This is an optimization exercise on Yosys and OpenROAD, whose aim is small area and a short achievable clock period, not a production implementation.
RTL that was checked went through simulation tests only; none was proved equivalent to the original.
Function not checked in runs 1 to 5: the RTL went through the layout flow alone.

[design/flow/config.mk]
export PLATFORM = sky130hd
export DESIGN_NAME = mdu_ctrl
export DESIGN_NICKNAME = mdu_ctrl
export VERILOG_FILES = /design/flow/design.v
export SDC_FILE = /design/flow/constraint.sdc
export NUM_CORES = 4
export LEC_CHECK = 0
export CAP_MARGIN = 20
export CORE_MARGIN = 2
export CORE_UTILIZATION = 60
export SLEW_MARGIN = 20
[design/flow/constraint.sdc]
create_clock -name core_clock -period 150.0 [get_ports {clk}]
set_input_delay 30.0000 -clock core_clock [delete_from_list [all_inputs] [get_ports {clk}]]
set_output_delay 30.0000 -clock core_clock [all_outputs]
set_load 0.01 [all_outputs]
[design/flow/design.v]
module mdu_ctrl (
  input  logic        clk,
  input  logic        reset,
  input  logic [3:0]  op,
  input  logic        valid,
  input  logic        flush,
  input  logic [31:0] A,
  input  logic [31:0] B,
  output logic        start,
  output logic        busy,
  output logic [31:0] out,
  output logic [31:0] HI,
  output logic [31:0] LO
);
  localparam int W = 35;
  logic        busy_q;
  logic [3:0]  cnt_q;       
  logic        md_q;        
  logic        sg_q;        
  logic        nr_q;        
  logic        qp_q;        
  logic [31:0] hi_q, lo_q;
  logic [31:0] m_q;         
  logic [35:0] q_q;         
  logic [W-1:0] r_q;        
  wire is_mul = (op == 4'd1) | (op == 4'd2);
  wire is_div = (op == 4'd3) | (op == 4'd4);
  wire is_sg  = (op == 4'd1) | (op == 4'd3);
  wire accept = valid & ~flush & ~busy_q;
  assign start = accept & (is_mul | is_div);
  assign busy  = busy_q;
  assign HI    = hi_q;
  assign LO    = lo_q;
  always_comb begin
    out = 32'd0;
    if (op == 4'd7)      out = hi_q;
    else if (op == 4'd8) out = lo_q;
  end
  wire first = (cnt_q == 4'd0);
  wire c4    = (cnt_q == 4'd4);
  wire c9    = (cnt_q == 4'd9);
  wire mfix  = ~md_q & c4;                 
  wire dfix  =  md_q & c9;                 
  wire last  = md_q ? c9 : c4;
  wire dstep =  md_q & ~c9;
  wire sd    = sg_q & m_q[31];             
  wire nq    = md_q & (sd ^ nr_q);         
  wire dz    = (m_q == 32'd0);
  wire [W-1:0] mx = {{(W-32){sd}}, m_q};
  logic       tsel [4];
  logic       r0u, r0l;
  logic       one [4], two [4], bneg [4];
  logic       dbit [4];
  logic       inv1;
  logic [W-1:0] s [4];
  always_comb begin
    for (int i = 0; i < 4; i++) begin
      one[i] = 1'b0; two[i] = 1'b0; bneg[i] = 1'b0; dbit[i] = 1'b0;
      tsel[i] = 1'b0;
    end
    r0u = 1'b0; r0l = 1'b0; inv1 = 1'b0;
    if (~md_q) begin
      if (~c4) begin
        for (int i = 0; i < 4; i++) begin
          logic x0, x1, x2;
          x0 = (i == 0) ? qp_q : q_q[2*i-1];
          x1 = q_q[2*i];
          x2 = q_q[2*i+1];
          one[i]  = x1 ^ x0;
          two[i]  = (x2 & ~x1 & ~x0) | (~x2 & x1 & x0);
          bneg[i] = x2;
          tsel[i] = 1'b1;
        end
        tsel[0] = ~first;
      end else begin
        tsel[0] = 1'b1; one[0] = ~sg_q & qp_q;
        tsel[3] = 1'b1;
      end
    end else begin
      if (~c9) begin
        for (int i = 0; i < 4; i++) begin
          dbit[i] = q_q[35-i];
          one[i]  = 1'b1;
        end
        r0l = ~first;
      end else begin
        r0u = 1'b1; one[0] = r_q[32]; bneg[0] = r_q[32] & sd;
        inv1 = nr_q;
        tsel[3] = 1'b1;
      end
    end
  end
  logic sprev [4];
  assign sprev[0] = first ? 1'b0 : r_q[32];
  assign sprev[1] = s[0][32];
  assign sprev[2] = s[1][32];
  assign sprev[3] = s[2][32];
  genvar gi, gj;
  generate
    for (gi = 0; gi < 4; gi++) begin : g_row
      logic [W-1:0] prev, ain, xv;
      logic [W:0]   cy;
      logic         neg, ivt;
      if (gi == 0) begin : g_p0
        assign prev = r_q;
      end else begin : g_pn
        assign prev = s[gi-1];
      end
      assign neg = dstep ? ~(sprev[gi] ^ sd) : bneg[gi];
      assign ivt = (gi == 1) ? inv1 : 1'b0;
      for (gj = 0; gj < W; gj++) begin : g_bit
        wire t_in = prev[(gj + 2 < W) ? gj + 2 : W-1];
        wire l_in = (gj == 0) ? dbit[gi] : prev[(gj > 0) ? gj-1 : 0];
        wire a0;
        if (gi == 0) begin : g_r0
          assign a0 = r0u ? prev[gj] : tsel[0] ? t_in : (r0l | (gj == 0)) ? l_in : 1'b0;
        end else begin : g_rn
          assign a0 = tsel[gi] ? t_in : l_in;
        end
        assign ain[gj] = a0 ^ ivt;
        if (gj == 0) begin : g_x0
          assign xv[gj] = (one[gi] & mx[gj]) ^ neg;
        end else begin : g_xn
          assign xv[gj] = ((one[gi] & mx[gj]) | (two[gi] & mx[gj-1])) ^ neg;
        end
        assign s[gi][gj]  = ain[gj] ^ xv[gj] ^ cy[gj];
        assign cy[gj+1]   = (ain[gj] & xv[gj]) | (cy[gj] & (ain[gj] ^ xv[gj]));
      end
      assign cy[0] = neg | ivt;
    end
  endgenerate
  wire        a_n    = (op == 4'd3) & A[31];
  wire [31:0] a_abs  = a_n ? (~A + 32'd1) : A;
  wire [31:0] res_lo = nq ? (~q_q[31:0] + 32'd1) : q_q[31:0];
  always_ff @(posedge clk) begin
    r_q <= s[3];
    if (~busy_q) begin
      cnt_q <= 4'd0;
      md_q  <= is_div;
      sg_q  <= is_sg;
      nr_q  <= a_n;
      qp_q  <= 1'b0;
      m_q   <= B;
      q_q   <= {4'd0, a_abs};
    end else begin
      cnt_q <= cnt_q + 4'd1;
      qp_q  <= q_q[7];
      q_q[35:32] <= q_q[31:28];
      if (~md_q)
        q_q[31:0] <= {s[3][1:0], s[2][1:0], s[1][1:0], s[0][1:0], q_q[31:8]};
      else
        q_q[31:0] <= {q_q[27:0], ~s[0][32], ~s[1][32], ~s[2][32], ~s[3][32]};
    end
  end
  always_ff @(posedge clk or negedge reset) begin
    if (!reset) begin
      busy_q <= 1'b0;
      hi_q   <= 32'd0;
      lo_q   <= 32'd0;
    end else if (~busy_q) begin
      busy_q <= start;
      if (accept & (op == 4'd5)) hi_q <= A;
      if (accept & (op == 4'd6)) lo_q <= A;
    end else if (last) begin
      busy_q <= 1'b0;
      if (~(md_q & dz)) begin
        hi_q <= s[3][31:0];
        lo_q <= res_lo;
      end
    end
  end
endmodule
[design/flow/flow/run.sh]
#!/bin/bash
# The standard ORFS layout, with the smallest buffer on the ports.
set -euo pipefail
bash standard.sh BUFFER_PORTS_ARGS="-buffer_cell sky130_fd_sc_hd__buf_1" finish > standard_flow.log 2>&1
[design/flow/standard.sh]
#!/bin/bash
# synth_recipe.tcl (not shown) runs the flow's synth.tcl, then flattens the netlist and writes it again
# the make line also repeats each setting of config.mk as NAME=value (left out here)
make -C /OpenROAD-flow-scripts/flow DESIGN_CONFIG=/design/flow/config.mk WORK_HOME=/design/flow/orfs CLKGATE_MAP_FILE= SYNTH_SCRIPT=/design/flow/synth_recipe.tcl "${@:-finish}"
==> metrics.yaml, run 1 <==
run_status:
  status: "finished clean"
critical_path:
  crit_slowest_cell: "buf_4"
  rr_worst_depth: 161
  crit_top_cell: "buf_1"
  cp.arrival_ns: 31.28
  r2r_end: "r_q[34]"
  r2r_slack_ns: 88.98
  worst-path-max-fanout: 32
  path_class: "in2out"
  critPathLaunchType: "input port"
  crit_required_ns: 120.00
  cp-end-kind: "output pin"
  r2r_start: "md_q"
  crit_chain: "buf_1 -> nand2_1 -> nor3b_2 -> buf_4 -> a22o_1 -> buf_1"
  cpPeakStageDelay_ns: 0.35
grt:
  grt_pass1_vias: 13600
  grtUsageTotal: 0.354
  grt_max_degree: 105
  grt_pass1_wl_mm: 76.7
  overflow: 0
  antenna_found_initial: 1
min_path:
  hp-class: "reg2reg"
  hp-start: "cnt_q[0]"
  hold_end: "cnt_q[0]"
  min_path_cells: 1
sta:
  worst_pin_slew_ns: 1.05
  skew_ns: 0.0155
  finalSetupViolations: 0
  rsz0062_at_grt: "false"
  post-route-period-util: 0.409
  post-route-min-period_ns: 61.28
  setup_tns_ns: 0
  relSlewSlack: 0.299
  final_hold_viol_count: 0
  finalMaxSlewViolations: 0
  holdWs_ns: 0.490
  fmax_mhz: 16.3
floorplanning:
  die_x_um: 166
  dieHeight_um: 166
  placementRows: 59
  die_area_um2: 27700
  core_um2: 26000
  initial_core_util: 0.609
  io_pins: 170
yosys:
  synth-compound-area-share: 0.190
  synth_nets: 1935
  synth.area.mux_share: 0.0616
  synth_adder_area_share: 0.176
  synth-edff-count: 35
  yosysTopAreaCellShare: 0.168
  synth-xor-area-share: 0.139
  async_reset_ff_frac: 0.369
  synthTopCellsByArea: "fa_1 (17%), dfrtp_1 (10%), dfxtp_1 (9.6%)"
  ys_ff_latch: 176
  synth-simple-area-share: 0.116
  synthFlopType: "dfxtp_1"
  netlist_area_um2: 15800
  ys_seq_area_frac: 0.265
  avgSynthCellArea_um2: 9.21
  netlist_instances: 1720
  ys_types: 67
  yosys_warnings: 8
  synth_top_family_by_area: "compound AO/OA/AOI/OAI gates"
  yosysTopAreaCell: "fa_1"
clock_tree:
  cts.clk_slew.worst_paths_ns: 0.08
  htreeDepth: 4
  cts_tree: "yes"
  cts_sinks: 176
  cts_resized: 0
  cts_buffer_depth: 2
  numCtsBuffers: 17
  ctsHoldBuffers: 0
  clk_latency_ns: 0.45
  post-cts-setup-buffers: 0
  cts_root_buf: "clkbuf_16"
cells_and_area:
  final_common_cell: "nand2_1"
  layoutNonFillerInstCount: 2128
  areaGrowthSynthToFinish_pct: 8.81
  layout_common_cells: "nand2_1 (177), xnor2_1 (168), buf_1 (168)"
  layout-drive-gt1-share: 0.0519
  final_util: 0.663
  layout.nets: 1994
run:
  cap_violations: 0
place:
  io_buffers: 169
  dp_cells: 2095
  place.detailed.hpwl_mm: 34.6
  routabilityCongestion: 0.930
drt:
  drc_errors: 0
  drtIter0Drc: 1408
  viasPerCell: 6.42
  wl_per_cell_um: 22.9
  routed-via-count: 13700
  drtAntennaViolNets: 0
  first_pass_iters: 7
  routed_wirelength_mm: 48.8
==> synth_stat cells (4+ instances only) <==
master and n:
nand2_1 180, xnor2_1 168, fa_1 133, a22oi_1 126, clkbuf_1 115, a21oi_1 114
nor2_1 106, mux2i_1 94, o21ai_0 79, dfxtp_1 76, xor2_1 70, dfrtp_1 65
inv_1 56, edfxtp_1 35, a22o_1 34, buf_1 33, a222oi_1 31, nor2b_1 23
nor3_1 15, and2_1 11, nor4_1 11, a211oi_1 10, ha_1 10, o31ai_1 9
nand2b_1 8, nor3b_1 8, a21o_1 6, buf_2 6, or4_1 6, a31oi_1 5
o211ai_1 5, or3_1 5, nand3_1 4, nand3b_1 4, o21ai_1 4
==> worst max-delay path, delay by kind of cell <==
| kind | cells | cell delay, ns |
|---|---|---|
| buffers and inverters | 3 | 0.72 |
| and+or+nand+nor | 2 | 0.33 |
| AOI/OAI and AO/OA | 1 | 0.21 |
==> area by class of cell <==
cell class	count	area [um2]
inverters	57	214
repair buffers	197	846
multi-input cells	1330	10900
well taps	335	419
flip-flops and latches	176	4200
clock buffers	18	439
clock inverters	14	161
diodes	1	2.50
fillers	2229	8760
==> kinds of logic (layout without fill, tap and decap cells) <==
group,Yosys count,in the layout
AO/OA/AOI/OAI,446,446
adder cells (fa/ha/maj),143,143
multiplexers,97,97
AND/OR/NAND/NOR,401,401
other,0,1
XOR/XNOR,243,243
buffers and inverters,214,286
flip-flops,176,176
==> sequential cells by signal, summed over array words and instances (netlist names) <==
signal / count
sg_q: 1
qp_q: 1
hi_q: 32
lo_q: 32
busy_q: 1
nr_q: 1
q_q: 36
r_q: 35
md_q: 1
cnt_q: 4
m_q: 32
==> worst max-delay path by stage <==
stage / startpoint / endpoint / slack [ns] / cells past startpoint
after floorplan: op[2] / out[0] / 88.74 / 4
after global placement: op[2] / out[25] / 88.83 / 5
after detailed placement: op[0] / out[17] / 88.73 / 6
after CTS: op[0] / out[17] / 88.73 / 6
after global routing: md_q / r_q[34] / 87.20 / 161
final: op[0] / out[27] / 88.72 / 6
==> per-stage QoR <==
stage	cell area (um2)	setup WS, ns
final	17200	88.72
after global routing	17200	87.20
after CTS	17200	88.73
after detailed placement	16600	88.73
after global placement	16600	88.83
after floorplan	15800	88.74
==> metal layers <==
metal	up-vias	track usage	routed length, um
li1	6126	-	-
met1	6722	0.469	19800
met2	689	0.582	23300
met3	125	0.0713	4180
met4	0	0.126	1510
met5	-	0	0
==> run 2: changes to the inputs <==
==> design/flow/flow/run.sh (replaced) <==
#!/bin/bash
# The standard ORFS layout, with the smallest buffer on the ports and a clock tree
# without dummy loads.
set -euo pipefail
bash standard.sh \
  BUFFER_PORTS_ARGS="-buffer_cell sky130_fd_sc_hd__buf_1" \
  CTS_ARGS="-sink_clustering_enable -repair_clock_nets -dont_use_dummy_load" \
  finish > standard_flow.log 2>&1
==> metrics.yaml, run 2 <==
run_status:
  status: "finished clean"
sta:
  final_hold_viol_count: 0
  relSlewSlack: 0.287
  fmax_mhz: 16.3
  finalMaxSlewViolations: 0
  skew_ns: 0.0284
  setup_slack_ns: 88.71
  setup_tns_ns: 0
  holdWs_ns: 0.485
  finalSetupViolations: 0
  post-route-period-util: 0.409
  rsz0062_at_grt: "false"
  post-route-min-period_ns: 61.29
  worst_pin_slew_ns: 1.07
cells_and_area:
  nFillCells: 2240
  n_antenna_cell: 0
  stdcell_area_um2: 17100
  layout-drive-gt1-share: 0.0439
  layout.nets: 1994
  areaGrowthSynthToFinish_pct: 7.69
  final_common_cell: "nand2_1"
  multi_input_area_um2: 10900
  layout_common_cells: "nand2_1 (177), xnor2_1 (168), buf_1 (168)"
  largest_reg_flops: 36
  top_register: "q_q"
  register_area_um2: 4200
  reg_top3: "q_q: 36 flops, r_q: 35 flops"
yosys:
  ys_ff_latch: 176
  avgSynthCellArea_um2: 9.21
  yosysTopAreaCell: "fa_1"
  async_reset_ff_frac: 0.369
  yosysMostFrequentCell: "nand2_1"
  yosys_warnings: 8
  netlist_instances: 1720
  ys_types: 67
  yosysTopAreaCellShare: 0.168
  synth_nets: 1935
  ys_top_cells_by_count: "nand2_1 (180), xnor2_1 (168), fa_1 (133)"
  synthTopCellsByArea: "fa_1 (17%), dfrtp_1 (10%), dfxtp_1 (9.6%)"
  synthFlopType: "dfxtp_1"
  netlist_area_um2: 15800
  ys_seq_area_frac: 0.265
  synth-edff-count: 35
critical_path:
  crit_family: "buffers and inverters"
  cp.arrival_ns: 31.29
  crit_top_cell: "buf_1"
  cpPeakStageDelay_ns: 0.35
  crit_chain: "buf_1 -> nand2_1 -> nor3b_2 -> buf_4 -> a22o_1 -> buf_1"
  critical_path_buf_inv_count: 3
  cp-end-kind: "output pin"
  worst-path-max-fanout: 32
  rr_worst_depth: 161
  critPathLaunchType: "input port"
  crit_required_ns: 120.00
  path_class: "in2out"
  crit_slowest_cell: "buf_4"
  cp.depth: 6
clock_tree:
  cts_sinks: 176
  cts.clk_slew.worst_paths_ns: 0.06
  cts_root_buf: "clkbuf_16"
  ctsHoldBuffers: 0
  htreeDepth: 4
  cts_resized: 0
  cts_tree: "yes"
  cts_buffer_depth: 2
  post-cts-setup-buffers: 0
  numCtsBuffers: 17
  clk_latency_ns: 0.44
drt:
  drtIter0Drc: 1363
  drc_errors: 0
  routed_wirelength_mm: 48.5
  first_pass_iters: 7
  drtAntennaViolNets: 0
  routed-via-count: 13600
  viasPerCell: 6.42
  wl_per_cell_um: 22.9
place:
  place.detailed.hpwl_mm: 34.6
  placed_area_um2: 16600
  pre_cts_slack_ns: 88.73
  routabilityCongestion: 0.930
  io_buffers: 169
floorplanning:
  io_pins: 170
  placementRows: 59
  initial_core_util: 0.609
  die_area_um2: 27700
  die_x_um: 166
  core_um2: 26000
  dieHeight_um: 166
run:
  cap_violations: 0
min_path:
  min_path_cells: 1
  hp-class: "reg2reg"
grt:
  grtUsageTotal: 0.352
  antenna_found_initial: 1
  overflow: 0
  grt_pass1_vias: 13500
  grt_pass1_wl_mm: 76.3
  grt_max_degree: 105
run 2: cell counts after synthesis:
No cell type changed its count.
run 2: cell families after synthesis:
group           share of synthesized area
xor+xnor                            0.139
fa+ha+maj                           0.176
mux                                0.0616
simple gates                        0.116
compound gates                      0.190
flops                               0.265
buf+inv                            0.0522
run 2: worst reg2reg max path, delay by kind of cell, from the launching register on:
family / cells / cell delay, ns
AO/OA/AOI/OAI: 6 / 0.95
buffers and inverters: 13 / 3.81
flip-flops: 1 / 0.32
XOR/XNOR: 8 / 1.82
AND/OR/NAND/NOR: 4 / 1.28
adder cells (fa/ha/maj): 130 / 52.58
run 2: per-stage QoR:
stage / util / instances
2_1_floorplan: - / 1720
4_1_cts: 0.656 / 2112
3_5_place_dp: 0.640 / 2095
5_1_grt: 0.656 / 2112
3_3_place_gp: 0.640 / 2095
6_report: 0.656 / 2112
run 2: worst paths after layout:
check                      startpoint  endpoint  slack [ns]
max in group asynchronous       reset    busy_q      119.66
min reg2reg                  cnt_q[0]  cnt_q[0]        0.49
max                             op[0]   out[27]       88.71
max reg2reg                      md_q   r_q[34]       89.12
min in group asynchronous       reset   lo_q[3]       29.72
min                          cnt_q[0]  cnt_q[0]        0.49
run 2: layer usage:
layer	routed length (um)	GRT usage
met5	0	0
met4	1330	0.120
met3	3980	0.0635
met2	23300	0.579
met1	19900	0.474
run 2: layout make-up:
class	count	area share
repair buffers	197	0.0496
clock buffers	17	0.0249
inverters	57	0.0125
multi-input cells	1330	0.642
flip-flops and latches	176	0.246
well taps	335	0.0246
==> run 3: changes to the inputs <==
--- a/design/flow/design.v
+++ b/design/flow/design.v
@@ -51,14 +51,14 @@
   logic       r0u, r0l;
   logic       one [4], two [4], bneg [4];
   logic       dbit [4];
-  logic       inv1;
+  logic       inv0;
   logic [W-1:0] s [4];
   always_comb begin
     for (int i = 0; i < 4; i++) begin
       one[i] = 1'b0; two[i] = 1'b0; bneg[i] = 1'b0; dbit[i] = 1'b0;
       tsel[i] = 1'b0;
     end
-    r0u = 1'b0; r0l = 1'b0; inv1 = 1'b0;
+    r0u = 1'b0; r0l = 1'b0; inv0 = 1'b0;
     if (~md_q) begin
       if (~c4) begin
         for (int i = 0; i < 4; i++) begin
@@ -84,8 +84,8 @@
         end
         r0l = ~first;
       end else begin
-        r0u = 1'b1; one[0] = r_q[32]; bneg[0] = r_q[32] & sd;
-        inv1 = nr_q;
+        r0u = 1'b1; inv0 = nr_q;
+        two[1] = r_q[32]; bneg[1] = r_q[32] & (sd ^ nr_q);
         tsel[3] = 1'b1;
       end
     end
@@ -107,7 +107,7 @@
         assign prev = s[gi-1];
       end
       assign neg = dstep ? ~(sprev[gi] ^ sd) : bneg[gi];
-      assign ivt = (gi == 1) ? inv1 : 1'b0;
+      assign ivt = (gi == 0) ? inv0 : 1'b0;
       for (gj = 0; gj < W; gj++) begin : g_bit
         wire t_in = prev[(gj + 2 < W) ? gj + 2 : W-1];
         wire l_in = (gj == 0) ? dbit[gi] : prev[(gj > 0) ? gj-1 : 0];
@@ -130,8 +130,11 @@
     end
   endgenerate
   wire        a_n    = (op == 4'd3) & A[31];
-  wire [31:0] a_abs  = a_n ? (~A + 32'd1) : A;
-  wire [31:0] res_lo = nq ? (~q_q[31:0] + 32'd1) : q_q[31:0];
+  wire [31:0] ng_in  = busy_q ? q_q[31:0] : A;
+  wire        ng_en  = busy_q ? nq : a_n;
+  wire [31:0] ng_out = ng_en ? (~ng_in + 32'd1) : ng_in;
+  wire [31:0] a_abs  = ng_out;
+  wire [31:0] res_lo = ng_out;
   always_ff @(posedge clk) begin
     r_q <= s[3];
     if (~busy_q) begin
@@ -152,21 +155,20 @@
         q_q[31:0] <= {q_q[27:0], ~s[0][32], ~s[1][32], ~s[2][32], ~s[3][32]};
     end
   end
+  wire wr_hi  = accept & (op == 4'd5);
+  wire wr_lo  = accept & (op == 4'd6);
+  wire commit = busy_q & last & ~(md_q & dz);
+  wire [31:0] hi_d = ({32{wr_hi}} & A) | ({32{commit}} & s[3][31:0]) | ({32{~wr_hi & ~commit}} & hi_q);
+  wire [31:0] lo_d = ({32{wr_lo}} & A) | ({32{commit}} & res_lo) | ({32{~wr_lo & ~commit}} & lo_q);
   always_ff @(posedge clk or negedge reset) begin
     if (!reset) begin
       busy_q <= 1'b0;
       hi_q   <= 32'd0;
       lo_q   <= 32'd0;
-    end else if (~busy_q) begin
-      busy_q <= start;
-      if (accept & (op == 4'd5)) hi_q <= A;
-      if (accept & (op == 4'd6)) lo_q <= A;
-    end else if (last) begin
-      busy_q <= 1'b0;
-      if (~(md_q & dz)) begin
-        hi_q <= s[3][31:0];
-        lo_q <= res_lo;
-      end
+    end else begin
+      busy_q <= busy_q ? ~last : start;
+      hi_q   <= hi_d;
+      lo_q   <= lo_d;
     end
   end
 endmodule
==> design/flow/flow/run.sh (replaced) <==
#!/bin/bash
# The standard ORFS layout, with the smallest buffer on the ports and a smaller
# clock tree (clkbuf_8 only, no dummy loads).
set -euo pipefail
bash standard.sh \
  BUFFER_PORTS_ARGS="-buffer_cell sky130_fd_sc_hd__buf_1" \
  CTS_ARGS="-sink_clustering_enable -repair_clock_nets -dont_use_dummy_load -root_buf sky130_fd_sc_hd__clkbuf_8 -buf_list sky130_fd_sc_hd__clkbuf_8" \
  finish > standard_flow.log 2>&1
--- a/design/flow/config.mk
+++ b/design/flow/config.mk
@@ -7,5 +7,5 @@
 export LEC_CHECK = 0
 export CAP_MARGIN = 20
 export CORE_MARGIN = 2
-export CORE_UTILIZATION = 60
+export CORE_UTILIZATION = 70
 export SLEW_MARGIN = 20
==> metrics.yaml, run 3 <==
run_status:
  status: "finished clean"
place:
  place.detailed.hpwl_mm: 34.6
  placed_area_um2: 16200
  io_buffers: 169
  pre_cts_slack_ns: 88.69
  routabilityCongestion: 0.977
yosys:
  synthTopCellsByArea: "fa_1 (17%), dfrtp_1 (10%), dfxtp_1 (9.8%)"
  ys_top_cells_by_count: "nand2_1 (317), a22oi_1 (186), fa_1 (133)"
  yosysTopAreaCell: "fa_1"
  synth-xor-area-share: 0.122
  yosysTopAreaCellShare: 0.172
  netlist_area_um2: 15500
  synth_adder_area_share: 0.175
  yosys_warnings: 8
  yosysMostFrequentCell: "nand2_1"
  synth-compound-area-share: 0.204
  synth_top_family_by_area: "compound AO/OA/AOI/OAI gates"
  ys_ff_latch: 176
  ys_seq_area_frac: 0.271
  synth.area.mux_share: 0.0501
  synthFlopType: "dfxtp_1"
  avgSynthCellArea_um2: 9.12
  synth_nets: 1909
  async_reset_ff_frac: 0.369
  synth-simple-area-share: 0.129
  ys_types: 71
  netlist_instances: 1700
  synth-edff-count: 35
sta:
  fmax_mhz: 16.2
  skew_ns: 0.0572
  post-route-min-period_ns: 61.71
  rsz0062_at_grt: "false"
  holdWs_ns: 0.490
  finalSetupViolations: 0
  final_hold_viol_count: 0
  post-route-period-util: 0.411
  worst_pin_slew_ns: 1.11
  finalMaxSlewViolations: 0
  relSlewSlack: 0.253
  setup_slack_ns: 88.29
  setup_tns_ns: 0
drt:
  wl_per_cell_um: 24.1
  routed-via-count: 14100
  viasPerCell: 6.89
  drc_errors: 0
  first_pass_iters: 9
  drtAntennaViolNets: 0
  routed_wirelength_mm: 49.1
  drtIter0Drc: 2102
clock_tree:
  post-cts-setup-buffers: 0
  cts_resized: 0
  cts_root_buf: "clkbuf_8"
  cts_buffer_depth: 2
  ctsHoldBuffers: 0
  numCtsBuffers: 17
  cts_sinks: 176
  htreeDepth: 4
  cts_tree: "yes"
  cts.clk_slew.worst_paths_ns: 0.08
  clk_latency_ns: 0.50
grt:
  overflow: 0
  grt_pass1_vias: 13500
  grt_max_degree: 85
  grtUsageTotal: 0.422
  antenna_found_initial: 1
  grt_pass1_wl_mm: 77.2
floorplanning:
  initial_core_util: 0.713
  io_pins: 170
  dieHeight_um: 153
  die_area_um2: 23400
  placementRows: 54
  core_um2: 21800
  die_x_um: 153
critical_path:
  path_class: "reg2reg"
  crit_top_cell: "fa_1"
  cp-end-kind: "flip-flop"
  crit_required_ns: 150.40
  r2r_slack_ns: 88.29
  critPathLaunchType: "flip-flop"
  cpPeakStageDelay_ns: 0.75
  critical_path_buf_inv_count: 18
  crit_family: "adder cells"
  cp.arrival_ns: 62.11
  rr_worst_depth: 162
  crit_slowest_cell: "o221ai_1"
  r2r_end: "r_q[34]"
  r2r_start: "md_q"
  worst-path-max-fanout: 58
min_path:
  hp-start: "cnt_q[0]"
  hp-class: "reg2reg"
  hold_end: "cnt_q[0]"
  min_path_cells: 1
run:
  cap_violations: 0
cells_and_area:
  layout.nets: 1970
  layout_common_cells: "nand2_1 (316), a22oi_1 (185), buf_1 (168)"
  stdcell_area_um2: 16400
  areaGrowthSynthToFinish_pct: 5.92
  final_common_cell: "nand2_1"
  n_antenna_cell: 0
  final_util: 0.755
  reg_top3: "q_q: 36 flops, r_q: 35 flops"
  top_register: "q_q"
  layout-drive-gt1-share: 0.0523
  largest_reg_flops: 36
## run 3: cell types whose count changed after synthesis, sizes merged, moves of 19 or more
cell and change:
a21oi -66, a221o +20, a222oi -22, a22oi +60
inv -29, mux2i -22, nand2 +139, nor2 -49
nor2b -20, xnor2 -45, xor2 +19
## run 3: logic make-up (layout without fill, tap and decap cells)
kind of cell    Yosys count  in the layout
compound gates          448            448
xor+xnor                214            214
fa+ha+maj               137            137
buf+inv                 188            247
flops                   176            176
mux                      77             77
simple gates            460            460
## run 3: worst max-delay path by stage
stage,from,to,cells after the start
6_report,md_q,r_q[34],162
5_1_grt,md_q,r_q[34],162
4_1_cts,md_q,r_q[34],162
3_5_place_dp,md_q,r_q[34],162
3_3_place_gp,op[2],out[22],6
2_1_floorplan,op[2],out[0],3
## run 3: worst register-to-register path, delay by kind of cell, from the launching register on
family / cells / cell delay, ns
adder cells (fa/ha/maj): 129 / 54.08
buffers and inverters: 18 / 3.08
XOR/XNOR: 9 / 1.89
AO/OA/AOI/OAI: 5 / 1.61
AND/OR/NAND/NOR: 1 / 0.61
flip-flops: 1 / 0.36
## run 3: stage by stage
stage | instances
CTS | 2039
finish | 2039
global placement | 2022
detailed placement | 2022
global route | 2039
floorplan | 1700
## run 3: routing by layer
| metal | track usage | up-vias | share of wire |
|---|---|---|---|
| met1 | 0.616 | 6713 | 0.39 |
| met4 | 0.162 | 2 | 0.043 |
| met2 | 0.625 | 1116 | 0.44 |
| met3 | 0.0859 | 153 | 0.13 |
| met5 | 0 | - | 0.00024 |
| li1 | - | 6067 | - |
## run 3: area by class of cell
class	count	area, um2
sequential	176	4200
fill	1654	5330
timing repair buffer	203	891
tap	280	350
clock buffer	17	234
inverter	27	101
multi-input combinational	1336	10600
==> run 4: changes to the inputs <==
==> design/flow/flow/run.sh (replaced) <==
#!/bin/bash
# The standard ORFS layout with three changes:
#  - synthesis skips the quick ABC pass inside Yosys's synth command (SYNTH_ARGS=-noabc), so the
#    full adders are extracted from the written ripple-carry logic with clean carry chains;
#    registers and the final ABC mapping are unchanged;
#  - the ports get the smallest buffer;
#  - the clock tree uses no dummy loads.
set -euo pipefail
bash standard.sh \
  SYNTH_ARGS="-noabc" \
  BUFFER_PORTS_ARGS="-buffer_cell sky130_fd_sc_hd__buf_1" \
  CTS_ARGS="-sink_clustering_enable -repair_clock_nets -dont_use_dummy_load" \
  finish > standard_flow.log 2>&1
--- a/design/flow/config.mk
+++ b/design/flow/config.mk
@@ -7,5 +7,5 @@
 export LEC_CHECK = 0
 export CAP_MARGIN = 20
 export CORE_MARGIN = 2
-export CORE_UTILIZATION = 70
+export CORE_UTILIZATION = 65
 export SLEW_MARGIN = 20
==> metrics.yaml, run 4 <==
drt:
  viasPerCell: 6.49
  first_pass_iters: 7
  routed-via-count: 13700
  wl_per_cell_um: 22.2
  drc_errors: 0
  routed_wirelength_mm: 46.9
  drtAntennaViolNets: 0
  drtIter0Drc: 1470
grt:
  antenna_found_initial: 1
  grt_max_degree: 78
  overflow: 0
  grt_pass1_vias: 13300
  grtUsageTotal: 0.373
  grt_pass1_wl_mm: 74.7
clock_tree:
  cts_tree: "yes"
  cts_resized: 0
  cts_buffer_depth: 2
  cts.clk_slew.worst_paths_ns: 0.05
  cts_root_buf: "clkbuf_16"
  clk_latency_ns: 0.44
  numCtsBuffers: 17
  cts_sinks: 176
  ctsHoldBuffers: 0
  post-cts-setup-buffers: 0
  htreeDepth: 4
cells_and_area:
  top_register: "q_q"
  final_common_cell: "nand2_1"
  layout-drive-gt1-share: 0.0584
  layout_common_cells: "nand2_1 (420), a22oi_1 (188), buf_1 (168)"
  layout.nets: 2011
  stdcell_area_um2: 16700
  nFillCells: 1945
  areaGrowthSynthToFinish_pct: 7.43
  reg_top3: "q_q: 36 flops, r_q: 35 flops"
  largest_reg_flops: 36
sta:
  skew_ns: 0.0330
  finalMaxSlewViolations: 0
  setup_tns_ns: 0
  finalSetupViolations: 0
  post-route-min-period_ns: 62.37
  worst_pin_slew_ns: 0.960
  final_hold_viol_count: 0
  rsz0062_at_grt: "false"
  fmax_mhz: 16.0
  relSlewSlack: 0.358
  post-route-period-util: 0.416
place:
  placed_area_um2: 16300
  io_buffers: 169
  routabilityCongestion: 0.942
  place.detailed.hpwl_mm: 33.8
critical_path:
  cp.arrival_ns: 62.71
  worst-path-max-fanout: 41
  crit_top_cell: "fa_1"
  crit_slowest_cell: "nor2_4"
  crit_required_ns: 150.34
  cp-end-kind: "flip-flop"
  path_class: "reg2reg"
  critPathLaunchType: "flip-flop"
  cpPeakStageDelay_ns: 0.75
floorplanning:
  initial_core_util: 0.664
  die_x_um: 159
  dieHeight_um: 159
  die_area_um2: 25200
  io_pins: 170
  core_um2: 23500
  placementRows: 56
yosys:
  ys_top_cells_by_count: "nand2_1 (421), a22oi_1 (189), xnor2_1 (147)"
  netlist_instances: 1746
  yosysMostFrequentCell: "nand2_1"
  synth-edff-count: 35
  yosys_warnings: 8
  synth_nets: 1958
  yosysTopAreaCell: "fa_1"
  ys_ff_latch: 176
  ys_types: 73
  ys_seq_area_frac: 0.269
  synthFlopType: "dfxtp_1"
  synthTopCellsByArea: "fa_1 (17%), dfrtp_1 (10%), nand2_1 (10%)"
  async_reset_ff_frac: 0.369
  yosysTopAreaCellShare: 0.175
  avgSynthCellArea_um2: 8.93
  netlist_area_um2: 15600
min_path:
  hp-class: "reg2reg"
run_status:
  status: "finished clean"
run:
  cap_violations: 0
## run 4: through the flow
stage          setup slack, ns  hold WS, ns  instances   util
5_1_grt                  85.71        0.511       2116  0.713
3_3_place_gp             88.45        0.450       2099  0.695
6_report                 87.63        0.475       2117  0.713
2_1_floorplan            88.76        0.430       1746      -
3_5_place_dp             87.64        0.464       2099  0.695
4_1_cts                  87.53        0.474       2116  0.713
## run 4: logic make-up (layout without fill, tap and decap cells)
family,count (synthesis),in the layout,share of synthesized area
AO/OA/AOI/OAI,414,414,0.189
XOR/XNOR,219,219,0.126
adder cells (fa/ha/maj),140,140,0.178
buffers and inverters,195,246,0.0493
flip-flops,176,176,0.269
multiplexers,57,57,0.0387
other,0,1,0
AND/OR/NAND/NOR,545,545,0.149
## run 4: critical path, delay by kind of cell (launching register included)
kind                     cells  cell delay [ns]
flip-flops                   1             0.40
adder cells (fa/ha/maj)    134            57.45
AO/OA/AOI/OAI                4             0.66
AND/OR/NAND/NOR              2             1.03
buffers and inverters        4             1.29
XOR/XNOR                     8             1.35
## run 4: area by class of cell
cell class / count / area (um2) / share of cell area
clock buffers: 17 / 425 / 0.0254
inverters: 27 / 101 / 0.00605
flip-flops and latches: 176 / 4200 / 0.251
multi-input cells: 1375 / 10700 / 0.641
repair buffers: 202 / 883 / 0.0528
diodes: 1 / 2.50 / 0.000149
well taps: 319 / 399 / 0.0238
## run 4: per-layer routing
layer	routed length [um]	track usage	up-vias
met2	22400	0.611	806
met3	4810	0.0750	97
met4	1140	0.107	0
met5	0	0	-
met1	18600	0.506	6708
li1	-	-	6128
## run 4: worst paths after layout
kind	start	to	slack (ns)	depth (start not counted)
setup / recovery	cnt_q[0]	r_q[34]	87.63	152
hold / removal	cnt_q[0]	cnt_q[0]	0.47	1
max in group asynchronous	reset	busy_q	119.61	2
min in group asynchronous	reset	hi_q[26]	29.74	2
setup reg to reg	cnt_q[0]	r_q[34]	87.63	152
hold reg to reg	cnt_q[0]	cnt_q[0]	0.47	1
==> run 5: changes to the inputs <==
==> design/flow/flow/run.sh (replaced) <==
#!/bin/bash
# The standard ORFS layout with three changes:
#  - synthesis skips the quick ABC pass inside Yosys's synth command (SYNTH_ARGS=-noabc), so the
#    full adders are extracted from the written ripple-carry logic with clean carry chains;
#    registers and the final ABC mapping are unchanged;
#  - the ports get the smallest buffer;
#  - the clock tree uses no dummy loads and clkbuf_8 below the root.
set -euo pipefail
bash standard.sh \
  SYNTH_ARGS="-noabc" \
  BUFFER_PORTS_ARGS="-buffer_cell sky130_fd_sc_hd__buf_1" \
  CTS_ARGS="-sink_clustering_enable -repair_clock_nets -dont_use_dummy_load -root_buf sky130_fd_sc_hd__clkbuf_16 -buf_list sky130_fd_sc_hd__clkbuf_8 -sink_clustering_max_diameter 40" \
  finish > standard_flow.log 2>&1
==> metrics.yaml, run 5 <==
drt:
  routed-via-count: 13800
  drtAntennaViolNets: 0
  routed_wirelength_mm: 46.6
  viasPerCell: 6.50
  drc_errors: 0
  drtIter0Drc: 1548
  wl_per_cell_um: 22.0
  first_pass_iters: 8
cells_and_area:
  n_antenna_cell: 0
  layoutNonFillerInstCount: 2116
  largest_reg_flops: 36
  top_register: "q_q"
  layout_common_cells: "nand2_1 (420), a22oi_1 (188), buf_1 (168)"
  layout.nets: 2011
  areaGrowthSynthToFinish_pct: 6.25
  layout-drive-gt1-share: 0.0584
  reg_top3: "q_q: 36 flops, r_q: 35 flops"
  final_common_cell: "nand2_1"
yosys:
  async_reset_ff_frac: 0.369
  synthFlopType: "dfxtp_1"
  netlist_instances: 1746
  yosysTopAreaCell: "fa_1"
  ys_top_cells_by_count: "nand2_1 (421), a22oi_1 (189), xnor2_1 (147)"
  ys_ff_latch: 176
  synth-edff-count: 35
  netlist_area_um2: 15600
  avgSynthCellArea_um2: 8.93
  yosysTopAreaCellShare: 0.175
  synth_nets: 1958
  yosysMostFrequentCell: "nand2_1"
  yosys_warnings: 8
  ys_seq_area_frac: 0.269
  synthTopCellsByArea: "fa_1 (17%), dfrtp_1 (10%), nand2_1 (10%)"
  ys_types: 73
sta:
  setup_tns_ns: 0
  worst_pin_slew_ns: 0.947
  final_hold_viol_count: 0
  relSlewSlack: 0.367
  skew_ns: 0.0470
  rsz0062_at_grt: "false"
  fmax_mhz: 16.0
  setup_slack_ns: 87.68
  finalMaxSlewViolations: 0
  holdWs_ns: 0.475
  post-route-min-period_ns: 62.32
  post-route-period-util: 0.415
  finalSetupViolations: 0
clock_tree:
  cts_sinks: 176
  clk_latency_ns: 0.41
  htreeDepth: 4
  post-cts-setup-buffers: 0
  numCtsBuffers: 17
  cts_root_buf: "clkbuf_16"
  cts_buffer_depth: 2
  ctsHoldBuffers: 0
  cts_resized: 0
  cts.clk_slew.worst_paths_ns: 0.06
  cts_tree: "yes"
grt:
  overflow: 0
  antenna_found_initial: 1
  grt_util_met1: 0.506
  grt.met2_usage: 0.602
  grt_pass1_wl_mm: 74.4
  met3_usage: 0.0718
  grtUsageTotal: 0.372
  gr-max-usage-layer: "met2"
  grt_max_degree: 78
  grt_pass1_vias: 13300
floorplanning:
  die_x_um: 159
  io_pins: 170
  initial_core_util: 0.664
  core_um2: 23500
  placementRows: 56
  dieHeight_um: 159
  die_area_um2: 25200
run:
  cap_violations: 0
critical_path:
  critical_path_buf_inv_count: 4
  crit_family: "adder cells"
  crit_required_ns: 150.30
  crit_top_cell: "fa_1"
  cp-end-kind: "flip-flop"
  worst-path-max-fanout: 41
  critPathLaunchType: "flip-flop"
  cp.arrival_ns: 62.61
  crit_slowest_cell: "nor2_4"
  cpPeakStageDelay_ns: 0.74
  path_class: "reg2reg"
place:
  dp_cells: 2099
  routabilityCongestion: 0.942
  place.detailed.hpwl_mm: 33.8
  io_buffers: 169
  pre_cts_slack_ns: 87.64
run_status:
  status: "finished clean"
min_path:
  hp-class: "reg2reg"
[run 5: kinds of logic (layout without fill, tap and decap cells)]
logic type / count (synthesis) / count (layout) / synth area share
and+or+nand+nor: 545 / 545 / 0.149
AOI/OAI and AO/OA: 414 / 414 / 0.189
xor gates and xnor gates: 219 / 219 / 0.126
buffers and inverters: 195 / 246 / 0.0493
DFF: 176 / 176 / 0.269
adders and majority gates: 140 / 140 / 0.178
muxes: 57 / 57 / 0.0387
[run 5: stage by stage]
step / util / cell area, um2
3_3_place_gp: 0.695 / 16300
2_1_floorplan: - / 15600
5_1_grt: 0.705 / 16600
3_5_place_dp: 0.695 / 16300
6_report: 0.705 / 16600
4_1_cts: 0.705 / 16600
[run 5: final timing paths]
kind	startpoint	depth (start not counted)	to	slack [ns]
min reg2reg	cnt_q[0]	1	cnt_q[0]	0.48
min	cnt_q[0]	1	cnt_q[0]	0.48
max in group asynchronous	reset	2	busy_q	119.58
max reg2reg	cnt_q[0]	152	r_q[34]	87.68
max	cnt_q[0]	152	r_q[34]	87.68
min in group asynchronous	reset	2	hi_q[27]	29.76
[run 5: final cells by class]
cell class	instances	area, um2
clock buffer	17	245
timing repair buffer	202	883
tap	319	399
sequential	176	4200
multi-input combinational	1375	10700
fill	1979	6910
inverter	27	101
[run 5: metal layers]
metal	vias up	wire, um
met5	-	0
li1	6129	-
met4	0	1420
met2	807	21900
met1	6721	18700
met3	105	4560
==> run 6: changes to the inputs <==
--- a/design/flow/design.v
+++ b/design/flow/design.v
@@ -159,7 +159,7 @@
   wire wr_lo  = accept & (op == 4'd6);
   wire commit = busy_q & last & ~(md_q & dz);
   wire [31:0] hi_d = ({32{wr_hi}} & A) | ({32{commit}} & s[3][31:0]) | ({32{~wr_hi & ~commit}} & hi_q);
-  wire [31:0] lo_d = ({32{wr_lo}} & A) | ({32{commit}} & res_lo) | ({32{~wr_lo & ~commit}} & lo_q);
+  wire [31:0] lo_d = (wr_lo | commit) ? res_lo : lo_q;
   always_ff @(posedge clk or negedge reset) begin
     if (!reset) begin
       busy_q <= 1'b0;
==> design/flow/flow/run.sh (replaced) <==
#!/bin/bash
# The standard ORFS layout, with the smallest buffer on the ports and a clock tree
# without dummy loads.
set -euo pipefail
bash standard.sh \
  BUFFER_PORTS_ARGS="-buffer_cell sky130_fd_sc_hd__buf_1" \
  CTS_ARGS="-sink_clustering_enable -repair_clock_nets -dont_use_dummy_load" \
  finish > standard_flow.log 2>&1
==> design/flow/config.mk (replaced) <==
export PLATFORM = sky130hd
export DESIGN_NAME = mdu_ctrl
export DESIGN_NICKNAME = mdu_ctrl
export VERILOG_FILES = /design/flow/design.v
export SDC_FILE = /design/flow/constraint.sdc
export NUM_CORES = 4
export LEC_CHECK = 0
export CAP_MARGIN = 10
export CORE_MARGIN = 2
export CORE_UTILIZATION = 75
export SLEW_MARGIN = 10
==> metrics.yaml, run 6 <==
critical_path:
  crit_family: "buffers and inverters"
  crit_slowest_cell: "buf_4"
  cp-end-kind: "output pin"
  cpPeakStageDelay_ns: 0.32
  path_class: "in2out"
  r2r_slack_ns: 90.44
  r2r_start: "md_q"
  cp.arrival_ns: 31.27
  crit_required_ns: 120.00
  worst-path-max-fanout: 32
  critPathLaunchType: "input port"
  r2r_end: "r_q[34]"
  rr_worst_depth: 160
  critical_path_buf_inv_count: 3
  crit_chain: "buf_1 -> nand2_1 -> nor2_2 -> buf_4 -> a22o_1 -> buf_1"
  crit_top_cell: "buf_1"
cells_and_area:
  areaGrowthSynthToFinish_pct: 6.94
  layoutNonFillerInstCount: 2012
  top_register: "q_q"
  layout-drive-gt1-share: 0.0586
  multi_input_area_um2: 10600
  stdcell_area_um2: 16500
  n_antenna_cell: 0
  final_util: 0.818
  layout.nets: 1953
  largest_reg_flops: 36
  reg_top3: "q_q: 36 flops, r_q: 35 flops"
  register_area_um2: 4200
  layout_common_cells: "nand2_1 (338), buf_1 (168), a22oi_1 (155)"
  final_common_cell: "nand2_1"
  nFillCells: 1363
yosys:
  ys_top_cells_by_count: "nand2_1 (339), a22oi_1 (155), fa_1 (133)"
  synthTopCellsByArea: "fa_1 (17%), dfrtp_1 (11%), dfxtp_1 (9.8%)"
  netlist_instances: 1681
  ys_types: 78
  avgSynthCellArea_um2: 9.20
  ys_ff_latch: 176
  netlist_area_um2: 15500
  yosysMostFrequentCell: "nand2_1"
  async_reset_ff_frac: 0.369
  yosysTopAreaCell: "fa_1"
  synthFlopType: "dfxtp_1"
  synth_nets: 1890
  synth-edff-count: 35
  ys_seq_area_frac: 0.271
  yosysTopAreaCellShare: 0.172
  yosys_warnings: 8
clock_tree:
  numCtsBuffers: 17
  cts_sinks: 176
  htreeDepth: 4
  ctsHoldBuffers: 0
  cts_root_buf: "clkbuf_16"
  post-cts-setup-buffers: 0
  cts_tree: "yes"
  clk_latency_ns: 0.44
  cts_buffer_depth: 2
  cts_resized: 0
  cts.clk_slew.worst_paths_ns: 0.07
sta:
  final_hold_viol_count: 0
  skew_ns: 0.0270
  finalMaxSlewViolations: 0
  rsz0062_at_grt: "false"
  relSlewSlack: 0.433
  worst_pin_slew_ns: 0.851
  setup_tns_ns: 0
  fmax_mhz: 16.3
  finalSetupViolations: 0
  post-route-min-period_ns: 61.27
  post-route-period-util: 0.408
run:
  cap_violations: 0
grt:
  overflow: 0
  grt_pass1_vias: 13700
  grt_pass1_wl_mm: 73.8
  antenna_found_initial: 0
  grt_max_degree: 67
  grtUsageTotal: 0.438
floorplanning:
  placementRows: 52
  io_pins: 170
  core_um2: 20200
  die_x_um: 148
  initial_core_util: 0.765
  die_area_um2: 21800
  dieHeight_um: 148
min_path:
  min_path_cells: 1
  hold_end: "cnt_q[0]"
  hp-start: "cnt_q[0]"
  hp-class: "reg2reg"
place:
  dp_cells: 1995
  place.detailed.hpwl_mm: 33.8
  io_buffers: 169
  placed_area_um2: 16100
  routabilityCongestion: 0.949
drt:
  first_pass_iters: 9
  drtAntennaViolNets: 0
  routed_wirelength_mm: 47.1
  wl_per_cell_um: 23.4
  routed-via-count: 13800
  drc_errors: 0
  drtIter0Drc: 1566
  viasPerCell: 6.88
run_status:
  status: "finished clean"
run 6: through the flow:
step / hold WS [ns] / setup slack (ns)
floorplan: 0.430 / 88.92
global placement: 0.447 / 88.88
detailed placement: 0.461 / 88.76
CTS: 0.476 / 88.75
global route: 0.498 / 88.64
finish: 0.472 / 88.73
run 6: layout make-up:
type                    count  area share
well taps                 270      0.0204
repair buffers            203      0.0538
flip-flops and latches    176       0.254
multi-input cells        1319       0.640
clock buffers              17      0.0257
inverters                  27     0.00613
run 6: how the worst max path moves through the flow:
stage / startpoint / to / slack (ns) / cells past startpoint
after floorplan: op[2] / out[0] / 88.92 / 3
after global placement: op[2] / out[24] / 88.88 / 5
after detailed placement: op[2] / out[21] / 88.76 / 6
after CTS: op[2] / out[21] / 88.75 / 6
after global routing: op[2] / out[21] / 88.64 / 5
final: op[2] / out[21] / 88.73 / 6
run 6: metal layers:
layer  GRT usage  wire length, um  up-vias
met5           0                0        -
met4       0.199             1970        0
met3       0.112             5970      190
met2       0.705            22200     1014
met1       0.561            16900     6697
li1            -                -     5936
run 6: worst register-to-register path: cells and delay by family (launching register included):
family	cells	cell delay, ns
adder cells (fa/ha/maj)	128	52.12
buffers and inverters	18	3.98
XOR/XNOR	9	1.89
AO/OA/AOI/OAI	4	0.80
flip-flops	1	0.32
AND/OR/NAND/NOR	1	0.28
run 6: kinds of logic (layout without fill, tap and decap cells):
group,Yosys count,count (layout),synth area share
and+or+nand+nor,488,488,0.139
buffers and inverters,186,247,0.0496
DFF,176,176,0.271
AOI/OAI and AO/OA,389,389,0.180
adders and majority gates,137,137,0.175
muxes,82,82,0.0549
xor gates and xnor gates,223,223,0.130
==> run 7: changes to the inputs <==
==> design/flow/config.mk (replaced) <==
export PLATFORM = sky130hd
export DESIGN_NAME = mdu_ctrl
export DESIGN_NICKNAME = mdu_ctrl
export VERILOG_FILES = /design/flow/design.v
export SDC_FILE = /design/flow/constraint.sdc
export NUM_CORES = 4
export LEC_CHECK = 0
export CAP_MARGIN = 20
export CORE_MARGIN = 2
export CORE_UTILIZATION = 65
export SLEW_MARGIN = 20
==> metrics.yaml, run 7 <==
drt:
  routed-via-count: 13300
  drc_errors: 0
  viasPerCell: 6.47
  first_pass_iters: 10
  routed_wirelength_mm: 46.3
  drtAntennaViolNets: 0
  drtIter0Drc: 1195
  wl_per_cell_um: 22.5
yosys:
  yosys_warnings: 8
  synth-edff-count: 35
  synthFlopType: "dfxtp_1"
  netlist_area_um2: 15500
  ys_ff_latch: 176
  yosysTopAreaCell: "fa_1"
  ys_types: 78
  async_reset_ff_frac: 0.369
  yosysTopAreaCellShare: 0.172
  ys_top_cells_by_count: "nand2_1 (339), a22oi_1 (155), fa_1 (133)"
  synthTopCellsByArea: "fa_1 (17%), dfrtp_1 (11%), dfxtp_1 (9.8%)"
  ys_seq_area_frac: 0.271
  synth_nets: 1890
  yosysMostFrequentCell: "nand2_1"
  netlist_instances: 1681
  avgSynthCellArea_um2: 9.20
cells_and_area:
  register_area_um2: 4200
  top_register: "q_q"
  reg_top3: "q_q: 36 flops, r_q: 35 flops"
  layout-drive-gt1-share: 0.0586
  n_antenna_cell: 0
  areaGrowthSynthToFinish_pct: 7.33
  layout_common_cells: "nand2_1 (338), buf_1 (168), a22oi_1 (155)"
  nFillCells: 1890
  multi_input_area_um2: 10600
  layout.nets: 1953
  final_common_cell: "nand2_1"
  largest_reg_flops: 36
  layoutNonFillerInstCount: 2061
  stdcell_area_um2: 16600
place:
  dp_cells: 2044
  io_buffers: 169
  routabilityCongestion: 0.910
  placed_area_um2: 16200
  place.detailed.hpwl_mm: 33.5
grt:
  grt_max_degree: 75
  grt_pass1_wl_mm: 72.0
  grtUsageTotal: 0.380
  antenna_found_initial: 0
  overflow: 0
  grt_pass1_vias: 13100
min_path:
  hold_end: "cnt_q[0]"
  min_path_cells: 1
  hp-start: "cnt_q[0]"
  hp-class: "reg2reg"
critical_path:
  crit_top_cell: "buf_1"
  r2r_start: "md_q"
  r2r_end: "r_q[34]"
  cp.arrival_ns: 31.26
  cp-end-kind: "output pin"
  r2r_slack_ns: 90.31
  crit_slowest_cell: "buf_4"
  crit_chain: "buf_1 -> nand2b_1 -> nor2_2 -> buf_4 -> a22o_1 -> buf_1"
  worst-path-max-fanout: 32
  crit_required_ns: 120.00
  rr_worst_depth: 163
  critPathLaunchType: "input port"
  cpPeakStageDelay_ns: 0.34
  path_class: "in2out"
run_status:
  status: "finished clean"
sta:
  skew_ns: 0.0394
  fmax_mhz: 16.3
  rsz0062_at_grt: "false"
  final_hold_viol_count: 0
  finalSetupViolations: 0
  finalMaxSlewViolations: 0
  post-route-period-util: 0.408
  worst_pin_slew_ns: 0.852
  relSlewSlack: 0.432
  holdWs_ns: 0.469
  setup_tns_ns: 0
  post-route-min-period_ns: 61.26
clock_tree:
  cts_buffer_depth: 2
  cts_root_buf: "clkbuf_16"
  ctsHoldBuffers: 0
  numCtsBuffers: 17
  cts_resized: 0
  clk_latency_ns: 0.45
  post-cts-setup-buffers: 0
  cts.clk_slew.worst_paths_ns: 0.07
  htreeDepth: 4
  cts_tree: "yes"
  cts_sinks: 176
floorplanning:
  placementRows: 56
  io_pins: 170
  die_x_um: 158
  core_um2: 23400
  die_area_um2: 25100
  initial_core_util: 0.661
  dieHeight_um: 158
run:
  cap_violations: 0
run 7: cell counts after synthesis:
No cell type changed its count.
run 7: worst max path at each step:
| stage | depth (start not counted) | end | slack, ns | startpoint |
|---|---|---|---|---|
| 2_1_floorplan | 3 | out[0] | 88.92 | op[2] |
| 3_3_place_gp | 5 | out[30] | 88.86 | op[2] |
| 3_5_place_dp | 6 | out[29] | 88.77 | op[1] |
| 4_1_cts | 6 | out[29] | 88.77 | op[1] |
| 5_1_grt | 163 | r_q[34] | 88.20 | md_q |
| 6_report | 6 | out[29] | 88.74 | op[0] |
run 7: critical path: cells and delay by family:
family	cells	cell delay (ns)
simple gates	2	0.33
buf+inv	3	0.70
compound gates	1	0.21
run 7: stage by stage:
stage,setup WS [ns],util
after global placement,88.86,0.691
final,88.74,0.710
after global routing,88.20,0.710
after floorplan,88.92,-
after detailed placement,88.77,0.691
after CTS,88.77,0.710
run 7: cell type report:
type,instances,area share
Tap cell,319,0.0240
Sequential cell,176,0.253
Clock buffer,17,0.0256
Timing Repair Buffer,203,0.0536
Multi-Input combinational cell,1319,0.638
Inverter,27,0.00610
run 7: cells by family after synthesis:
logic type	after synthesis	share of synthesized area
XOR/XNOR	223	0.130
buffers and inverters	186	0.0496
flip-flops	176	0.271
AO/OA/AOI/OAI	389	0.180
multiplexers	82	0.0549
adder cells (fa/ha/maj)	137	0.175
AND/OR/NAND/NOR	488	0.139
run 7: routing by layer:
layer | up-vias | routed length [um] | track usage
li1 | 5936 | - | -
met1 | 6499 | 17900 | 0.500
met2 | 744 | 22300 | 0.626
met3 | 154 | 4330 | 0.0585
met4 | 0 | 1830 | 0.168
met5 | - | 0 | 0
==> run 8: changes to the inputs <==
==> design/flow/flow/run.sh (replaced) <==
#!/bin/bash
# The standard ORFS layout, with the smallest buffer on the ports and a clock tree
# without dummy loads and with larger sink clusters (fewer clkbuf_16 leaves).
set -euo pipefail
bash standard.sh \
  BUFFER_PORTS_ARGS="-buffer_cell sky130_fd_sc_hd__buf_1" \
  CTS_ARGS="-sink_clustering_enable -repair_clock_nets -dont_use_dummy_load -sink_clustering_size 25 -sink_clustering_max_diameter 100" \
  finish > standard_flow.log 2>&1
--- a/design/flow/config.mk
+++ b/design/flow/config.mk
@@ -7,5 +7,5 @@
 export LEC_CHECK = 0
 export CAP_MARGIN = 20
 export CORE_MARGIN = 2
-export CORE_UTILIZATION = 65
+export CORE_UTILIZATION = 70
 export SLEW_MARGIN = 20
==> metrics.yaml, run 8 <==
place:
  place.detailed.hpwl_mm: 33.3
  pre_cts_slack_ns: 88.77
  io_buffers: 169
  dp_cells: 2004
  routabilityCongestion: 0.960
cells_and_area:
  largest_reg_flops: 36
  layout.nets: 1952
  layout_common_cells: "nand2_1 (338), buf_1 (168), a22oi_1 (155)"
  layoutNonFillerInstCount: 2021
  n_antenna_cell: 0
  areaGrowthSynthToFinish_pct: 6.97
  nFillCells: 1657
  final_util: 0.761
  top_register: "q_q"
  layout-drive-gt1-share: 0.0580
  reg_top3: "q_q: 36 flops, r_q: 35 flops"
  final_common_cell: "nand2_1"
critical_path:
  cp.arrival_ns: 31.24
  crit_chain: "buf_1 -> nand2_1 -> nor2_2 -> buf_4 -> a22o_1 -> buf_1"
  cpPeakStageDelay_ns: 0.32
  critPathLaunchType: "input port"
  worst-path-max-fanout: 32
  path_class: "in2out"
  crit_top_cell: "buf_1"
  cp-end-kind: "output pin"
  crit_slowest_cell: "buf_4"
  crit_required_ns: 120.00
yosys:
  yosysTopAreaCell: "fa_1"
  synthTopCellsByArea: "fa_1 (17%), dfrtp_1 (11%), dfxtp_1 (9.8%)"
  ys_seq_area_frac: 0.271
  async_reset_ff_frac: 0.369
  ys_types: 78
  yosys_warnings: 8
  netlist_area_um2: 15500
  ys_ff_latch: 176
  avgSynthCellArea_um2: 9.20
  yosysTopAreaCellShare: 0.172
  ys_top_cells_by_count: "nand2_1 (339), a22oi_1 (155), fa_1 (133)"
  synthFlopType: "dfxtp_1"
  yosysMostFrequentCell: "nand2_1"
  synth_nets: 1890
  netlist_instances: 1681
  synth-edff-count: 35
clock_tree:
  cts_sinks: 176
  cts.clk_slew.worst_paths_ns: 0.05
  cts_tree: "yes"
  htreeDepth: 4
  cts_buffer_depth: 2
  clk_latency_ns: 0.44
  cts_resized: 0
  ctsHoldBuffers: 0
  post-cts-setup-buffers: 0
  cts_root_buf: "clkbuf_16"
  numCtsBuffers: 17
drt:
  routed-via-count: 13500
  viasPerCell: 6.66
  drtAntennaViolNets: 0
  first_pass_iters: 8
  drc_errors: 0
  wl_per_cell_um: 22.7
  routed_wirelength_mm: 45.9
  drtIter0Drc: 1727
sta:
  finalMaxSlewViolations: 0
  setup_slack_ns: 88.76
  holdWs_ns: 0.489
  relSlewSlack: 0.427
  final_hold_viol_count: 0
  post-route-min-period_ns: 61.24
  post-route-period-util: 0.408
  rsz0062_at_grt: "false"
  worst_pin_slew_ns: 0.852
  fmax_mhz: 16.3
  setup_tns_ns: 0
  finalSetupViolations: 0
  skew_ns: 0.0366
grt:
  overflow: 0
  grt_max_degree: 71
  grt_pass1_wl_mm: 72.6
  grtUsageTotal: 0.396
  grt_pass1_vias: 13300
  antenna_found_initial: 0
floorplanning:
  placementRows: 54
  dieHeight_um: 153
  initial_core_util: 0.711
  core_um2: 21800
  io_pins: 170
  die_x_um: 153
  die_area_um2: 23300
run_status:
  status: "finished clean"
min_path:
  hp-class: "reg2reg"
run:
  cap_violations: 0
[run 8: final cells by class]
cell class | instances | area [um2] | area share
multi-input cells | 1319 | 10600 | 0.640
inverters | 27 | 101 | 0.00612
clock buffers | 17 | 425 | 0.0257
well taps | 280 | 350 | 0.0212
flip-flops and latches | 176 | 4200 | 0.254
repair buffers | 202 | 883 | 0.0534
[run 8: kinds of logic (layout without fill, tap and decap cells)]
family | after synthesis | count (layout) | share of synthesized area
and+or+nand+nor | 488 | 488 | 0.139
AOI/OAI and AO/OA | 389 | 389 | 0.180
xor gates and xnor gates | 223 | 223 | 0.130
buffers and inverters | 186 | 246 | 0.0496
DFF | 176 | 176 | 0.271
adders and majority gates | 137 | 137 | 0.175
muxes | 82 | 82 | 0.0549
[run 8: per-layer routing]
layer  global-route usage  share of wire  vias up
met5                    0              0        -
li1                     -              -     5940
met2                0.658           0.48      813
met3               0.0850           0.11      136
met4                0.151          0.036        0
met1                0.513           0.37     6563
[run 8: worst paths after layout]
check,slack [ns],depth (start not counted),from,endpoint
max in group asynchronous,119.68,2,reset,lo_q[25]
max reg2reg,90.21,162,md_q,r_q[34]
min in group asynchronous,29.71,2,reset,hi_q[1]
min,0.49,1,cnt_q[0],cnt_q[0]
min reg2reg,0.49,1,cnt_q[0],cnt_q[0]
max,88.76,6,op[1],out[25]
[run 8: stage by stage]
step	area [um2]
final	16600
after global routing	16600
after CTS	16600
after detailed placement	16100
after global placement	16100
after floorplan	15500
[run 8: critical path: cells and delay by family]
| family | cells | cell delay [ns] |
|---|---|---|
| AOI/OAI and AO/OA | 1 | 0.20 |
| buffers and inverters | 3 | 0.76 |
| and+or+nand+nor | 2 | 0.25 |

afterwards: timing with drivers on the ports:
The results above use ideal ports. As a check the final layouts listed here were re-extracted and re-timed, cells and wires unchanged.
Step 1 assumes that a clkbuf_16 drives the clock port and a buf_2 every other input.
Step 2 adds t to the input delays and takes it off the output delays; t is the mean of the earliest and latest rising clock arrival at the registers after step 1. Input paths then give back, and output paths get back, about the clock's delay inside the block.
a / b / c = no drivers / after step 1 / after step 2; a / b = the first two.
run	t (ns)	setup slack, ns	latest minus earliest clock arrival (ns)	worst register clock-pin slew, ns	pins driven straight from the clock port
run 1	0.498	88.721 / 88.697 / 88.697	0.015 / 0.015	0.09 / 0.09	1
run 2	0.482	88.714 / 88.690 / 88.690	0.029 / 0.029	0.08 / 0.08	1
run 3	0.516	88.286 / 88.286 / 88.286	0.057 / 0.058	0.12 / 0.12	1
run 4	0.475	87.629 / 87.629 / 87.629	0.033 / 0.034	0.08 / 0.08	1
run 5	0.434	87.683 / 87.683 / 87.683	0.047 / 0.047	0.12 / 0.12	1
run 6	0.479	88.730 / 88.669 / 88.669	0.027 / 0.027	0.08 / 0.08	1
run 7	0.482	88.742 / 88.713 / 88.713	0.039 / 0.040	0.08 / 0.08	1
run 8	0.480	88.762 / 88.740 / 88.740	0.037 / 0.037	0.09 / 0.09	1
After both steps every run listed still meets setup and hold. For run 6, which loses most, drivers alone change the setup slack by -0.061 ns; drivers and shift together by -0.061 ns.
